Source: an optimization exercise on an open RTL-to-GDS flow (aim: small area). Production flows keep margins and buffers that such runs may drop. The RTL was checked by simulation tests, not by an equivalence proof against the original design. Power figures rest on the tool's default switching activity, not on a simulated workload.

==> flow/design.v <==
package mbd_pkg;
  localparam int CHANNELS_DEF = 8;
  localparam int FIELD_W      = 8;
  localparam int DELAY_W      = 16;
  localparam int EN_W         = 8;
  localparam int DATA_W       = 32;
  localparam int ADDR_W       = 3;
  localparam logic [DELAY_W-1:0] DELAY_RST = 16'd50;
  localparam logic REG_DELAY  = 1'b0;
  localparam logic REG_ENABLE = 1'b1;
endpackage
module mbd_cfg (
  input  logic                        clk,
  input  logic                        rst_n,
  input  logic                        psel,
  input  logic                        penable,
  input  logic                        pwrite,
  input  logic [mbd_pkg::ADDR_W-1:0]  paddr,
  input  logic [mbd_pkg::DATA_W-1:0]  pwdata,
  output logic [mbd_pkg::DATA_W-1:0]  prdata,
  output logic                        pready,
  output logic [mbd_pkg::DELAY_W-1:0] delay,
  output logic [mbd_pkg::EN_W-1:0]    enable
);
  logic [mbd_pkg::DELAY_W-1:0] delay_r;
  logic [mbd_pkg::EN_W-1:0]    enable_r;
  logic                        wr;
  logic                        sel;
  assign wr     = psel & penable & pwrite;
  assign sel    = paddr[mbd_pkg::ADDR_W-1];
  assign pready = 1'b1;
  assign delay  = delay_r;
  assign enable = enable_r;
  always_ff @(posedge clk) begin
    if (!rst_n) begin
      delay_r  <= mbd_pkg::DELAY_RST;
      enable_r <= '0;
    end else if (wr) begin
      if (sel == mbd_pkg::REG_DELAY) delay_r  <= pwdata[mbd_pkg::DELAY_W-1:0];
      else                           enable_r <= pwdata[mbd_pkg::EN_W-1:0];
    end
  end
  assign prdata = sel ? {{(mbd_pkg::DATA_W-mbd_pkg::EN_W){1'b0}}, enable_r}
                      : {{(mbd_pkg::DATA_W-mbd_pkg::DELAY_W){1'b0}}, delay_r};
endmodule
module mbd_lane (
  input  logic                        clk,
  input  logic                        step,    
  input  logic                        en,      
  input  logic                        raw,
  input  logic                        clr_p,
  input  logic                        clr_r,
  input  logic [mbd_pkg::DELAY_W-1:0] delay,
  output logic                        last_q,
  output logic                        stable_q,
  output logic                        press_q,
  output logic                        rel_q
);
  logic [mbd_pkg::DELAY_W-1:0] cnt_q;
  logic chg, upd, ge;
  logic [16:0] c;
  always_comb begin
    c[0] = 1'b1;
    for (int k = 0; k < 16; k++) c[k+1] = (cnt_q[k] & ~delay[k]) | (c[k] & (cnt_q[k] | ~delay[k]));
  end
  assign ge = c[16];
  assign chg = raw ^ last_q;
  assign upd = ~chg & (last_q ^ stable_q) & ge;
  always_ff @(posedge clk) begin
    for (int k = 0; k < 16; k++)
      cnt_q[k] <= ~(step & chg) & (cnt_q[k] ^ (step & (&(cnt_q | ~((16'd1 << k) - 16'd1)))));
  end
  always_ff @(posedge clk) begin
    last_q   <= (step & en & raw) | (~step & last_q);
    stable_q <= (step & en & (stable_q ^ upd)) | (~step & stable_q);
    press_q  <= (step & en & ((press_q & ~clr_p) | (upd & raw))) | (~step & press_q);
    rel_q    <= (step & en & ((rel_q & ~clr_r) | (upd & ~raw))) | (~step & rel_q);
  end
endmodule
module multi_button_debouncer #(
  parameter int CHANNELS = mbd_pkg::CHANNELS_DEF
) (
  input  logic                        clk,
  input  logic                        rst_n,
  input  logic                        in_valid,
  output logic                        in_ready,
  input  logic [mbd_pkg::FIELD_W-1:0] in_raw_levels,
  input  logic [mbd_pkg::FIELD_W-1:0] in_clear_pressed,
  input  logic [mbd_pkg::FIELD_W-1:0] in_clear_released,
  output logic                        out_valid,
  input  logic                        out_ready,
  output logic [mbd_pkg::FIELD_W-1:0] out_stable_levels,
  output logic [mbd_pkg::FIELD_W-1:0] out_previous_raw,
  output logic [mbd_pkg::FIELD_W-1:0] out_pressed_flags,
  output logic [mbd_pkg::FIELD_W-1:0] out_released_flags,
  input  logic                        psel,
  input  logic                        penable,
  input  logic                        pwrite,
  input  logic [mbd_pkg::ADDR_W-1:0]  paddr,
  input  logic [mbd_pkg::DATA_W-1:0]  pwdata,
  output logic [mbd_pkg::DATA_W-1:0]  prdata,
  output logic                        pready
);
  localparam int FW = mbd_pkg::FIELD_W;
  logic [mbd_pkg::DELAY_W-1:0] delay;
  logic [mbd_pkg::EN_W-1:0]    enable;
  logic          in_valid_r;
  logic [FW-1:0] raw_r, clr_p_r, clr_r_r;
  logic          out_valid_r;
  logic          adv, step;
  logic [FW-1:0] en;
  mbd_cfg u_cfg (
    .clk     (clk),
    .rst_n   (rst_n),
    .psel    (psel),
    .penable (penable),
    .pwrite  (pwrite),
    .paddr   (paddr),
    .pwdata  (pwdata),
    .prdata  (prdata),
    .pready  (pready),
    .delay   (delay),
    .enable  (enable)
  );
  assign adv      = in_valid_r & (~out_valid_r | out_ready);
  assign in_ready = ~in_valid_r | adv;
  assign step     = adv | ~rst_n;
  assign en       = enable & {FW{rst_n}};
  always_ff @(posedge clk) begin
    if (!rst_n) begin
      in_valid_r <= 1'b0;
    end else if (in_ready) begin
      in_valid_r <= in_valid;
    end
  end
  always_ff @(posedge clk) begin
    if (in_ready) begin
      raw_r   <= in_raw_levels;
      clr_p_r <= in_clear_pressed;
      clr_r_r <= in_clear_released;
    end
  end
  genvar i;
  generate
    for (i = 0; i < FW; i++) begin : g_lane
      mbd_lane u_lane (
        .clk      (clk),
        .step     (step),
        .en       (en[i]),
        .raw      (raw_r[i]),
        .clr_p    (clr_p_r[i]),
        .clr_r    (clr_r_r[i]),
        .delay    (delay),
        .last_q   (out_previous_raw[i]),
        .stable_q (out_stable_levels[i]),
        .press_q  (out_pressed_flags[i]),
        .rel_q    (out_released_flags[i])
      );
    end
  endgenerate
  always_ff @(posedge clk) begin
    if (!rst_n) begin
      out_valid_r <= 1'b0;
    end else if (adv) begin
      out_valid_r <= 1'b1;
    end else if (out_ready) begin
      out_valid_r <= 1'b0;
    end
  end
  assign out_valid = out_valid_r;
endmodule
clock: 5.0 ns
lec_check: 0
cap_margin: 20
core_margin: 2
core_utilization: 60
gpl_timing_driven: 0
place_density: 0.75
slew_margin: 20
standard.sh (not shown) runs the stock make flow with config.mk's settings and CLKGATE_MAP_FILE= SYNTH_SCRIPT=/design/flow/synth_recipe.tcl, a recipe that flattens the netlist after the stock synthesis.
==> flow/flow/run.sh <==
#!/bin/bash
# Standard layout, except: synthesis maps with an area-oriented ABC script
# (flow/abc_area.script, through flow/synth.tcl, which otherwise is the standard flow's
# standard synthesis script); the floorplan removes synthesis buffers (global
# placement is not timing driven); one tie cell per constant; port buffers are
# the smallest buffer; the clock tree uses larger sink clusters without dummy
# loads. Each tool's output is in orfs/logs; make's own output goes to
# make_finish.log.
set -euo pipefail
export MY_ABC_SCRIPT=$PWD/flow/abc_area.script
bash standard.sh \
  "SYNTH_SCRIPT=$PWD/flow/synth.tcl" \
  "REMOVE_ABC_BUFFERS=1" \
  "SKIP_REPAIR_TIE_FANOUT=1" \
  "BUFFER_PORTS_ARGS=-buffer_cell sky130_fd_sc_hd__buf_1" \
  "CTS_ARGS=-sink_clustering_enable -repair_clock_nets -dont_use_dummy_load -sink_clustering_size 18 -sink_clustering_max_diameter 60 -buf_list {sky130_fd_sc_hd__clkbuf_8}" \
  finish > make_finish.log 2>&1
==> flow/flow/abc_area.script <==
strash
dc2
dc2
&get -n
&deepsyn -T 60
&dch
&nf -R 30
&put
==> flow/flow/synth.tcl <==
proc synth {args} { yosys synth -nofsm -noshare {*}$args }
proc abc {args} {
  set i [lsearch -exact $args -script]
  if {$i >= 0} { set args [lreplace $args [expr {$i+1}] [expr {$i+1}] $::env(MY_ABC_SCRIPT)] }
  yosys abc {*}$args
}
source $::env(SCRIPTS_DIR)/synth.tcl
# left out here: clear keep_hierarchy, flatten, clean up, hide names made inside functions, write 1_2_yosys.v
The starting point completed with no timing, DRC or antenna violations.
Edit:
==> flow/flow/abc_area.script (replaced) <==
&get -n
&st
&dch
&nf -R 30
&put
After rerunning: The new run went through all stages and came out clean. Final cell count rises by a little under a tenth. Routed wire length is higher slightly. Via count increases by a few percent. Register-to-register slack loses 0.13 ns. Total power increases slightly. Design area is higher by a few percent.
Edit:
==> flow/flow/abc_area.script (replaced) <==
strash
dc2
dc2
&get -n
&st
&dch
&nf -R 30
&put
The new run passed the timing, DRC and antenna checks.
Clock-buffer cell count increases by 1.
Global-route usage rises by 2.1 points.
Final area decreases by 2.5%.
Sequential cell count is unchanged.
Routed wire length rises by 6.6%.
Clock skew rose by 0.025 ns.
Die area goes down by 2.1%.
Combinational power went up by about 1%.
Edit:
==> flow/flow/abc_area.script (replaced) <==
strash
dc2
dc2
&get -n
&deepsyn -T 60
&dch
&nf -R 50
&put
The new run went through all stages and came out clean.
Hold slack gets worse by 0.0083 ns.
Cell area went down by 1.2%.
Register-to-register slack stays flat.
Critical path depth does not change.
Via count goes down by 3.4%.
Power shrinks by 2.1%.
Die area decreases by 1.1%.
Wire length drops by 11%.
Clock skew falls by 0.014 ns.

Setup of run 1:
Another version of the RTL of multi_button_debouncer (not shown whole).
For scale: about 1100 cells after synthesis, ~210 flip-flops, roughly 130 I/O pins, roughly 0.010 mm2 of cells after synthesis.
export LEC_CHECK = 0
export CAP_MARGIN = 20
export CORE_MARGIN = 2
export CORE_UTILIZATION = 60
export PLACE_DENSITY = 0.75
export SLEW_MARGIN = 20
create_clock -name core_clock -period 5.0 [get_ports {clk}]
==> flow/flow/run.sh <==
#!/bin/bash
# Standard layout, except: synthesis maps with an area-oriented ABC script
# (flow/abc_area.script, through flow/synth.tcl, which otherwise is the standard flow's
# standard synthesis script), port buffers are the smallest buffer, and the
# clock tree uses larger sink clusters without dummy loads.
# Each tool's output is in orfs/logs; make's own output goes to make_finish.log.
set -euo pipefail
export MY_ABC_SCRIPT=$PWD/flow/abc_area.script
bash standard.sh \
  "SYNTH_SCRIPT=$PWD/flow/synth.tcl" \
  "BUFFER_PORTS_ARGS=-buffer_cell sky130_fd_sc_hd__buf_1" \
  "CTS_ARGS=-sink_clustering_enable -repair_clock_nets -dont_use_dummy_load -sink_clustering_size 16 -sink_clustering_max_diameter 60 -buf_list {sky130_fd_sc_hd__clkbuf_8}" \
  finish > make_finish.log 2>&1
==> flow/flow/abc_area.script <==
&get -n
&st
&dch
&nf -R 15
&put
buffer -c
topo
stime -c
upsize -c
dnsize -c
Scripts as last shown in full above: flow/flow/synth.tcl
Run 1 finished every stage and its layout cleared the timing, DRC and antenna checks.
For run 2, these inputs were changed with respect to run 1:
-- flow/flow/run.sh --
<<< run 1, line 10
  "SYNTH_SCRIPT=$PWD/flow/synth.tcl" \
  "BUFFER_PORTS_ARGS=-buffer_cell sky130_fd_sc_hd__buf_1" \
  "CTS_ARGS=-sink_clustering_enable -repair_clock_nets -dont_use_dummy_load -sink_clustering_size 16 -sink_clustering_max_diameter 60 -buf_list {sky130_fd_sc_hd__clkbuf_8}" \
  finish > make_finish.log 2>&1
>>> run 2, line 10
  "SYNTH_SCRIPT=$PWD/flow/synth.tcl" \
  "BUFFER_PORTS_ARGS=-buffer_cell sky130_fd_sc_hd__buf_1" \
  "CTS_ARGS=-sink_clustering_enable -repair_clock_nets -dont_use_dummy_load -sink_clustering_size 30 -sink_clustering_max_diameter 120 -buf_list {sky130_fd_sc_hd__clkbuf_16}" \
  finish > make_finish.log 2>&1
==> flow/flow/abc_area.script <==
&get -n
&st
&dch
&nf -R 1000
&put
buffer -c
topo
stime -c
upsize -c
dnsize -c
Notes after the runs:
Run 1: PASS, flow complete, no timing, DRC or antenna violations. What the final checks of run 2 revealed, after a flow that finished every stage, was a layout that fails on negative setup slack. Compared to run 1, run 2 has non-clock buffer count 36 higher. Total length of routed met3 wires is higher on run 1. Looking at share of the clock period used by the worst path after layout, run 2 sits 46 points above run 1. The number of buffers created by CTS number comes out higher for run 1 vs run 2. Compared with run 1, run 2 shows a higher worst supply voltage drop on vdd.
> inputs changed (run 2 -> run 3)
-- flow/flow/run.sh --
<<< run 2, line 10
  "SYNTH_SCRIPT=$PWD/flow/synth.tcl" \
  "BUFFER_PORTS_ARGS=-buffer_cell sky130_fd_sc_hd__buf_1" \
  "CTS_ARGS=-sink_clustering_enable -repair_clock_nets -dont_use_dummy_load -sink_clustering_size 30 -sink_clustering_max_diameter 120 -buf_list {sky130_fd_sc_hd__clkbuf_16}" \
  finish > make_finish.log 2>&1
>>> run 3, line 10
  "SYNTH_SCRIPT=$PWD/flow/synth.tcl" \
  "BUFFER_PORTS_ARGS=-buffer_cell sky130_fd_sc_hd__buf_1" \
  "CTS_ARGS=-sink_clustering_enable -repair_clock_nets -dont_use_dummy_load -sink_clustering_size 20 -sink_clustering_max_diameter 80 -buf_list {sky130_fd_sc_hd__clkbuf_8}" \
  finish > make_finish.log 2>&1
--- outcome ---
Run 3: complete, dirty (negative setup slack). Run 3 ends up with a number of standard cells in the layout, taps in and fillers out that is 0.39% higher than in run 2. Relative to run 2, final-stage net count has increased by 0.44% in run 3. Run 3 vs. run 2: internal power went down about 4.3%; number of vias after detailed routing now sits lower; register-to-register slack down 50 ps; combinational share of power went up by 0.4 points. Wire length of the first global-routing pass improves in run 3 relative to run 2.
[inputs] run 4 vs run 3
-- flow/flow/run.sh --
<<< run 3, line 10
  "SYNTH_SCRIPT=$PWD/flow/synth.tcl" \
  "BUFFER_PORTS_ARGS=-buffer_cell sky130_fd_sc_hd__buf_1" \
  "CTS_ARGS=-sink_clustering_enable -repair_clock_nets -dont_use_dummy_load -sink_clustering_size 20 -sink_clustering_max_diameter 80 -buf_list {sky130_fd_sc_hd__clkbuf_8}" \
  finish > make_finish.log 2>&1
>>> run 4, line 10
  "SYNTH_SCRIPT=$PWD/flow/synth.tcl" \
  "BUFFER_PORTS_ARGS=-buffer_cell sky130_fd_sc_hd__buf_1" \
  "CTS_ARGS=-sink_clustering_enable -repair_clock_nets -dont_use_dummy_load -sink_clustering_size 16 -sink_clustering_max_diameter 60 -buf_list {sky130_fd_sc_hd__clkbuf_8}" \
  finish > make_finish.log 2>&1
==> flow/flow/abc_area.script <==
&get -n
&st
&dch
&nf -R 30
&put
buffer -c
topo
stime -c
upsize -c
dnsize -c
Notes after the runs:
Layout checks on run 3: not met. Flow itself completed; violations: negative setup slack. Run 4: PASS, flow complete, no timing, DRC or antenna violations. From run 3 to run 4 the numbers moved as follows: post-route fraction of the period consumed by the critical path dropped 39 points, number of vias per cell after detailed routing climbed about 6.6%. Relative to run 3, clock-net power has gone up in run 4. Summary — post-layout utilization of the core, run 4 relative to run 3: lower, by 2.8 points. What run 4 reported for final wirelength has to be multiplied by 0.925 to get the figure for run 3. In the tables for run 3 and run 4, data-path buffer share of cell area in the final layout reads lower with run 4. In the flow results for run 3 and run 4, the shortest period the worst path allows is smaller on run 4. Compared with run 3, run 4 is the less power-hungry design. Between run 4 and run 3, it is run 4 whose number of cells on the critical path is lower, by 5. In run 4 the first-pass GRT wire length turned out 2.9 mm higher than in run 3. Fraction of area in clock buffers and inverters ends up lower on run 3.
Changes in run 5 relative to run 4:
==> flow/flow/run.sh <==
#!/bin/bash
# Standard layout, except: synthesis maps with an area-oriented ABC script
# (flow/abc_area.script, through flow/synth.tcl, which otherwise is the standard flow's
# standard synthesis script); the floorplan removes synthesis buffers (global
# placement is not timing driven); one tie cell per constant; port buffers are
# the smallest buffer; the clock tree uses larger sink clusters without dummy
# loads. Each tool's output is in orfs/logs; make's own output goes to
# make_finish.log.
set -euo pipefail
export MY_ABC_SCRIPT=$PWD/flow/abc_area.script
bash standard.sh \
  "SYNTH_SCRIPT=$PWD/flow/synth.tcl" \
  "REMOVE_ABC_BUFFERS=1" \
  "SKIP_REPAIR_TIE_FANOUT=1" \
  "BUFFER_PORTS_ARGS=-buffer_cell sky130_fd_sc_hd__buf_1" \
  "CTS_ARGS=-sink_clustering_enable -repair_clock_nets -dont_use_dummy_load -sink_clustering_size 30 -sink_clustering_max_diameter 120 -buf_list {sky130_fd_sc_hd__clkbuf_8 sky130_fd_sc_hd__clkbuf_16}" \
  finish > make_finish.log 2>&1
==> flow/flow/abc_area.script <==
&get -n
&st
&dch
&nf -R 30
&put
-- flow/config.mk --
<<< run 4, line 9
export CORE_MARGIN = 2
export CORE_UTILIZATION = 60
export PLACE_DENSITY = 0.75
export SLEW_MARGIN = 20
>>> run 5, line 9
export CORE_MARGIN = 2
export CORE_UTILIZATION = 60
export GPL_TIMING_DRIVEN = 0
export PLACE_DENSITY = 0.75
export SLEW_MARGIN = 20
==> comparison <==
The flow did not stop early for run 5: all stages ran, and the layout cleared the timing, DRC and antenna checks. Looking at the reports, run 4 completed the entire flow and the layout it produced met the timing, DRC and antenna checks. Any difference in H-tree level count between run 5 and run 4 is small enough to ignore. Sort run 5 and run 4 by global-route usage asc -> top: run 5. Between run 4 and run 5, the flow reports area after synthesis decreasing slightly. In the reports for run 5 and run 4, the smaller via count of the first global-routing pass belongs to run 5. Run 5 against run 4; vertical die dimension is down slightly. Final worst-path cycle share (higher): run 5. Going from run 4 to run 5, met2 capacity usage during global routing shrinks by 2.5 points. Run 5 — global-route wire length before repair 2.8 mm lower, run 4 as reference. In run 5, the detailed-route wire length per cell came out 0.73 um below the value in run 4.

==> separate check: timing with driven ports <==
How much do the figures lean on ideal ports? The routed layouts below were timed once more, with nothing changed but the port constraints. Step 1 (the two cells are an assumption about what drives the block):
set clk [get_ports {clk}]
set_driving_cell -lib_cell sky130_fd_sc_hd__clkbuf_16 $clk
set_driving_cell -lib_cell sky130_fd_sc_hd__buf_2 [delete_from_list [all_inputs] $clk]
Step 2 times the ports against the registers' clock, not the clock port: input delays grow and output delays shrink by t, the midpoint of the rising clock arrivals with the driver on. a / b / c = ideal ports / drivers / drivers and shift; a / b = the first two.
run | shift t [ns] | setup slack, ns | worst slew at a driven data input, ns
the first run of note 1 | 0.525 | 0.431 / 0.446 / -0.079 | 0.05
the second run of note 1 | 0.536 | 0.639 / 0.639 / 0.552 | 0.04
the third run of note 1 | 0.525 | 0.694 / 0.714 / 0.189 | 0.06
the fourth run of note 1 | 0.528 | 0.440 / 0.458 / -0.070 | 0.03
run 1 | 0.528 | 1.766 / 1.766 / 1.282 | 0.06
run 2 | 0.495 | -0.555 / -0.555 / -0.555 | 0.05
run 3 | 0.536 | -0.609 / -0.609 / -0.609 | 0.05
run 4 | 0.539 | 1.334 / 1.334 / 1.033 | 0.05
run 5 | 0.489 | 0.698 / 0.698 / 0.514 | 0.04
With both steps, setup timing fails in the first run of note 1 and the fourth run of note 1, where it was met with ideal ports.
